Context: an optimization exercise on an open-source flow, tuned for small area, a short achievable clock period and few clock cycles per item. The choices shown serve that exercise and are no tape-out recipe. Where RTL was checked, it was by simulation tests only, not by an equivalence proof against the original. Power is estimated from default activity; no workload was simulated.

## rev 12
## fir_decimator_top
module fir_decimator_top
(
	input wire logic clk,
	input wire logic resetn,
	input wire logic in_valid,
	input wire fir_pkg::sample_t data_in,
	input wire logic out_credit,
	output logic in_credit,
	output logic out_valid,
	output fir_pkg::sample_t data_out
);
For scale: about 850 cells after synthesis, about 150 flip-flops, ~16 I/O pins, roughly 8200 µm² of cells after synthesis.
Settings: LEC_CHECK=0, ABC_AREA=1, CAP_MARGIN=20, CORE_MARGIN=2, CORE_UTILIZATION=40, SETUP_SLACK_MARGIN=4.27, SLEW_MARGIN=20; clock period 6.5 ns.
run.sh (not shown) runs the stock make flow with config.mk's settings and CLKGATE_MAP_FILE= SYNTH_SCRIPT=/design/flow/synth_recipe.tcl, a recipe that flattens the netlist after the stock synthesis.
Testbench counts of rev 12, summed over its fixed seeds: cycles 12,024, results 2,400.
Changes in rev 13 relative to rev 12:
Settings: putting TNS_END_PERCENT at 10 where nothing was set.
--- outcome ---
Going from rev 12 to rev 13, count of clock tree sinks was more or less identical, worst-skew pair later-pin latency was more or less identical, leakage power was more or less identical, post-route total power went up by about 0.9%. Number of non-clock buffers on rev 13 is up relative to rev 12. Met3 layer usage reported by global route: rev 13 vs rev 12 down 0.22 points. Diff rev 12..rev 13 | total length of routed met3 wires | negligible. Count of filler cells inserted in the layout in rev 13 is 19 higher than in rev 12. Rev 13: arrival time reported for the critical path endpoint higher than rev 12.

========
fir_decimator_top, a different RTL version from the one above (not shown whole).
Size in the first run: about 690 cells after synthesis, roughly 150 flip-flops, roughly 16 I/O pins, roughly 7500 um2 of cells after synthesis.
make LEC_CHECK=0 CAP_MARGIN=5 CORE_MARGIN=2 CORE_UTILIZATION=40 SETUP_SLACK_MARGIN=4.27 SLEW_MARGIN=5 finish   # period 6.5 ns
Testbench counts at the start, summed over its fixed seeds: cycles 12,024, results 2,400.
Rerun with:
--- a/flow/config.mk
+++ b/flow/config.mk
@@ -8 +8 @@
-export CAP_MARGIN = 5
+export CAP_MARGIN = 20
@@ -10,0 +11 @@
+export CTS_BUF_LIST = sky130_fd_sc_hd__clkbuf_8
@@ -12 +13 @@
-export SLEW_MARGIN = 5
+export SLEW_MARGIN = 20
=> Cell area is lower by 0.53%. Global-route usage barely changes. Cell count is higher by 0.72%. Total power is lower by 10%. Routed wire length is higher by 0.90%. Sequential power stays flat. Critical path depth is lower by 7. Worst setup slack degrades by 0.022 ns. Count of clock-buffer cells in the layout does not change.
Rerun with:
--- a/flow/config.mk
+++ b/flow/config.mk
@@ -11,2 +11 @@
-export CTS_BUF_LIST = sky130_fd_sc_hd__clkbuf_8
-export SETUP_SLACK_MARGIN = 4.27
+export SETUP_SLACK_MARGIN = 4.31
What happened: The new run went through all stages and came out clean. Core utilization went up by 0.57 points. Power went up by 8.9%. Final cell count does not change. Setup slack gets worse by 0.046 ns. Worst hold slack stays flat. Clock power went up by 23%. Die area stays the same. Synthesized area does not change.
Rerun with:
--- a/flow/config.mk
+++ b/flow/config.mk
@@ -11 +11 @@
-export SETUP_SLACK_MARGIN = 4.31
+export SETUP_SLACK_MARGIN = 4.27
The new run completed without violations.
Wire length falls by 3.1%.
Die area stays the same.
Critical path depth stays the same.
Sequential share of layout area rises by 0.20 points.
Setup slack improved by 0.068 ns.
Via count falls by 1.8%.

========
fir_decimator_top again, from the RTL that the note above started with.
clock: 6.5 ns
lec_check: 0
cap_margin: 20
core_margin: 2
core_utilization: 40
setup_slack_margin: 4.29
slew_margin: 20
Testbench counts at the start, summed over its fixed seeds: cycles 12,024, results 2,400.
==> next run, changes <==
ABC_AREA = 1   (was not set)
SETUP_SLACK_MARGIN = 4.3   (was 4.29)
The changed run finished clean; sequential power grows by 37%; clock skew grows by 3.6 ps; final area grows by about 2.5%; power grows by about 80%; synthesized cell count grows by about 24%; maximum frequency shrinks by 1.9%; hold slack gets worse by 7.4 ps.
==> next run, changes <==
ABC_AREA = not set   (was 1)
PLACE_DENSITY = 0.75   (was not set)
SETUP_SLACK_MARGIN = 4.27   (was 4.3)
Result:
- The changed run passed the timing, DRC and antenna checks
- power is lower by about 40%
- hold slack improves by 6.4 ps
- die area is lower by about 4%
==> next run, changes <==
ABC_AREA = 1   (was not set)
PLACE_DENSITY = not set   (was 0.75)
=>
- worst setup slack got worse by 12 ps
- total power rose by 74%
- utilization shrinks by 0.96 points
==> next run, changes <==
ABC_AREA = not set   (was 1)
SETUP_SLACK_MARGIN = 4.23   (was 4.27)
Outcome: Sequential power went down by a quarter to a third. Via count went down by a little under a tenth. Fmax went down slightly. Wire length went up slightly. First-iteration DRC count went up by about a fifth. Combinational power went down by well over a third.

========
RTL: one of the versions met above, not the one the previous note started from.
Size in the first run: roughly 850 cells after synthesis, about 16 I/O pins, ~0.0082 mm² of cells after synthesis.
export LEC_CHECK = 0
export ABC_AREA = 1
export CAP_MARGIN = 20
export CORE_MARGIN = 2
export CORE_UTILIZATION = 40
export SETUP_SLACK_MARGIN = 4.1
export SLEW_MARGIN = 20
create_clock -name core_clock -period 6.5 [get_ports {clk}]
The first run produced a clean layout.
Testbench counts at the start, summed over its fixed seeds: cycles 12,024, results 2,400.
Rerun with:
Settings changed: ABC_AREA 1 to unset, SETUP_SLACK_MARGIN 4.1 to 4.32.
Maximum frequency goes up by a little under a tenth.
Setup slack gets better by 0.17 ns.
Routed wire length climbs slightly.
Via count goes down by a little under a tenth.
Synthesized area is lower slightly.
Rerun with:
Settings changed: ABC_AREA set to 1.
The changed run passed the timing, DRC and antenna checks.
Fmax is about the same.
Count of clock-buffer cells in the layout decreases by 1.
First-iteration DRC count increases by about a fifth.

========
## run 1
Another version of the RTL of fir_decimator_top (not shown whole).
Size in the first run: about 680 cells after synthesis, ~150 flip-flops, ~8100 um2 of cells after synthesis.
==> flow/config.mk <==
export PLATFORM = sky130hd
export DESIGN_NAME = fir_decimator_top
export DESIGN_NICKNAME = fir_decimator_top
export VERILOG_FILES = /design/flow/design.v
export SDC_FILE = /design/flow/constraint.sdc
export NUM_CORES = 4
export LEC_CHECK = 0
export CAP_MARGIN = 20
export CORE_MARGIN = 2
export CORE_UTILIZATION = 40
export SETUP_SLACK_MARGIN = 4.25
export SLEW_MARGIN = 20
==> flow/constraint.sdc <==
create_clock -name core_clock -period 6.5 [get_ports {clk}]
set_input_delay 1.3000 -clock core_clock [delete_from_list [all_inputs] [get_ports {clk}]]
set_output_delay 1.3000 -clock core_clock [all_outputs]
set_load 0.01 [all_outputs]
Setup changes, run 1 to run 2
Settings: CTS_BUF_LIST now sky130_fd_sc_hd__clkbuf_8, previously not set.
--- outcome ---
Multi-input gate share of total cell area (lower): run 1. Run 1 has a higher count of clock-buffer cells in the layout than run 2. Taking run 1 as the reference, in run 2 quantity of gates resized following cts went down by about 5.6%, tightest hold margin higher, worst voltage drop across the vdd grid up 39 uV, number of global-route vias before repair lost about 0.8%. Compared with run 1, run 2 shows wire length of the first global-routing pass lower by 300 um. Higher combinational power share among run 2 and run 1: run 2. Total chip power on run 2 is down relative to run 1. Compared to run 1, the router laid down less metal wire for run 2. In run 2 the share of cell area taken by flip-flops and latches turned out 0.80 points higher than in run 1.
The inputs of run 3 differ from those of run 2 as listed below.
Settings: CTS_CLUSTER_SIZE now 30, previously not set; SETUP_SLACK_MARGIN now 4.35, was 4.25; CTS_BUF_LIST no longer set, was sky130_fd_sc_hd__clkbuf_8; CTS_CLUSTER_DIAMETER now 60, previously not set.
[summary]
- Comparing run 3 and run 2, the higher part of the total power dissipated in the clock network was measured on run 3.
- Worst setup timing slack at the placement stage in run 3 is 0.084 ns higher than in run 2
- Adder and majority gate portion of the synthesized area across run 3 and run 2: no real change.
- Wire length after detailed routing for run 3: 1.5% down relative to run 2
Input-level comparison between run 4 and run 3:
Settings: a change of CTS_CLUSTER_SIZE from 30 to 50; a change of CTS_CLUSTER_DIAMETER from 60 to 100.
Notes after the runs:
Re horizontal extent of the die: no difference whatsoever between run 3 and run 4.
Comparing run 3 against run 4, there is no change at all in post-route antenna net violation count.
Changes observed in run 4 relative to run 3: final setup TNS now sits at about the same level; setup clock skew after layout roughly the same.
The count of pins on the block boundary on run 4 is in line with that on run 3.
Any difference in sequential cell count between run 3 and run 4 is small enough to ignore.
Final cell count came out exactly the same in run 3 and run 4.
No run of this note included a check of the RTL's function; only the layout flow was run.

========
Starting RTL as in the previous note.
==> flow/config.mk <==
export PLATFORM = sky130hd
export DESIGN_NAME = fir_decimator_top
export DESIGN_NICKNAME = fir_decimator_top
export VERILOG_FILES = /design/flow/design.v
export SDC_FILE = /design/flow/constraint.sdc
export NUM_CORES = 4
export LEC_CHECK = 0
export CAP_MARGIN = 20
export CORE_MARGIN = 2
export CORE_UTILIZATION = 40
export CTS_BUF_LIST = sky130_fd_sc_hd__clkbuf_4 sky130_fd_sc_hd__clkbuf_8
export SETUP_SLACK_MARGIN = 4.25
export SLEW_MARGIN = 20
==> flow/constraint.sdc <==
create_clock -name core_clock -period 6.5 [get_ports {clk}]
set_input_delay 1.3000 -clock core_clock [delete_from_list [all_inputs] [get_ports {clk}]]
set_output_delay 1.3000 -clock core_clock [all_outputs]
set_load 0.01 [all_outputs]
The starting point completed without violations.
Rerun with:
Settings changed: CTS_BUF_LIST sky130_fd_sc_hd__clkbuf_4 sky130_fd_sc_hd__clkbuf_8 to not set, SETUP_SLACK_MARGIN 4.25 to 4.32.
Result: The new run completed without violations; non-clock buffer count went down by 10; final area rises by 0.92%; setup slack improves by 0.034 ns; first-iteration DRC count climbs by 9.1%; power came out higher by 13%; sequential power stays flat; fmax rises by 1.5%.
No functional check of the RTL was part of any run of this note.

-- what the ideal ports hide --
The flow's constraints put no driver on any port. The routed layouts listed below were extracted and timed again, unchanged, in two steps. Step 1 (the two cells are an assumption about what drives the block):
set clk [get_ports {clk}]
set_driving_cell -lib_cell sky130_fd_sc_hd__clkbuf_16 $clk
set_driving_cell -lib_cell sky130_fd_sc_hd__buf_2 [delete_from_list [all_inputs] $clk]
Step 2 also shifts input and output timing later by t, the mid clock arrival at the registers, as if the neighbouring blocks saw the same clock. Slacks: ideal / step 1 / step 2; pairs: ideal / step 1.
run	t, ns	slack for setup (ns)	hold slack, ns	slew at the worst register clock pin (ns)	cell pins on the clock port's net
rev 12	0.470	4.298 / 4.255 / 3.916	0.445 / 0.445 / 0.445	0.07 / 0.07	1
rev 13	0.461	4.229 / 4.207 / 3.885	0.450 / 0.450 / 0.450	0.07 / 0.07	1
the first run of note 2	0.462	4.294 / 4.274 / 3.895	0.453 / 0.453 / 0.453	0.07 / 0.07	1
the second run of note 2	0.490	4.272 / 4.234 / 3.842	0.457 / 0.457 / 0.457	0.10 / 0.10	1
the third run of note 2	0.471	4.226 / 4.226 / 3.922	0.455 / 0.455 / 0.455	0.07 / 0.07	1
the fourth run of note 2	0.462	4.294 / 4.274 / 3.895	0.453 / 0.453 / 0.453	0.07 / 0.07	1
the first run of note 3	0.463	4.320 / 4.278 / 3.948	0.450 / 0.450 / 0.450	0.06 / 0.06	1
the second run of note 3	0.465	4.278 / 4.267 / 3.943	0.443 / 0.443 / 0.443	0.06 / 0.06	1
the third run of note 3	0.471	4.297 / 4.268 / 3.888	0.449 / 0.449 / 0.449	0.07 / 0.07	1
the fourth run of note 3	0.465	4.285 / 4.260 / 3.961	0.446 / 0.446 / 0.446	0.06 / 0.06	1
the fifth run of note 3	0.465	4.262 / 4.255 / 3.880	0.453 / 0.453 / 0.453	0.06 / 0.06	1
the first run of note 4	0.466	4.133 / 4.089 / 3.716	0.445 / 0.445 / 0.445	0.06 / 0.06	1
the second run of note 4	0.465	4.305 / 4.274 / 3.959	0.454 / 0.454 / 0.454	0.07 / 0.07	1
the third run of note 4	0.465	4.311 / 4.266 / 4.027	0.449 / 0.449 / 0.449	0.07 / 0.07	1
run 1	0.466	4.259 / 4.215 / 3.944	0.352 / 0.352 / 0.352	0.07 / 0.07	1
run 2	0.495	4.209 / 4.172 / 3.860	0.358 / 0.358 / 0.358	0.10 / 0.10	1
run 3	0.468	4.255 / 4.213 / 3.977	0.349 / 0.349 / 0.349	0.07 / 0.07	1
run 4	0.468	4.255 / 4.213 / 3.977	0.349 / 0.349 / 0.349	0.07 / 0.07	1
the first run of note 6	0.495	4.208 / 4.171 / 3.860	0.358 / 0.358 / 0.358	0.10 / 0.10	1
the second run of note 6	0.469	4.242 / 4.200 / 3.937	0.350 / 0.350 / 0.350	0.07 / 0.07	1
After both steps every run listed still meets setup and hold. The setup slack of the second run of note 2, which loses most, moves by -0.038 ns with the drivers and by -0.430 ns with both steps.
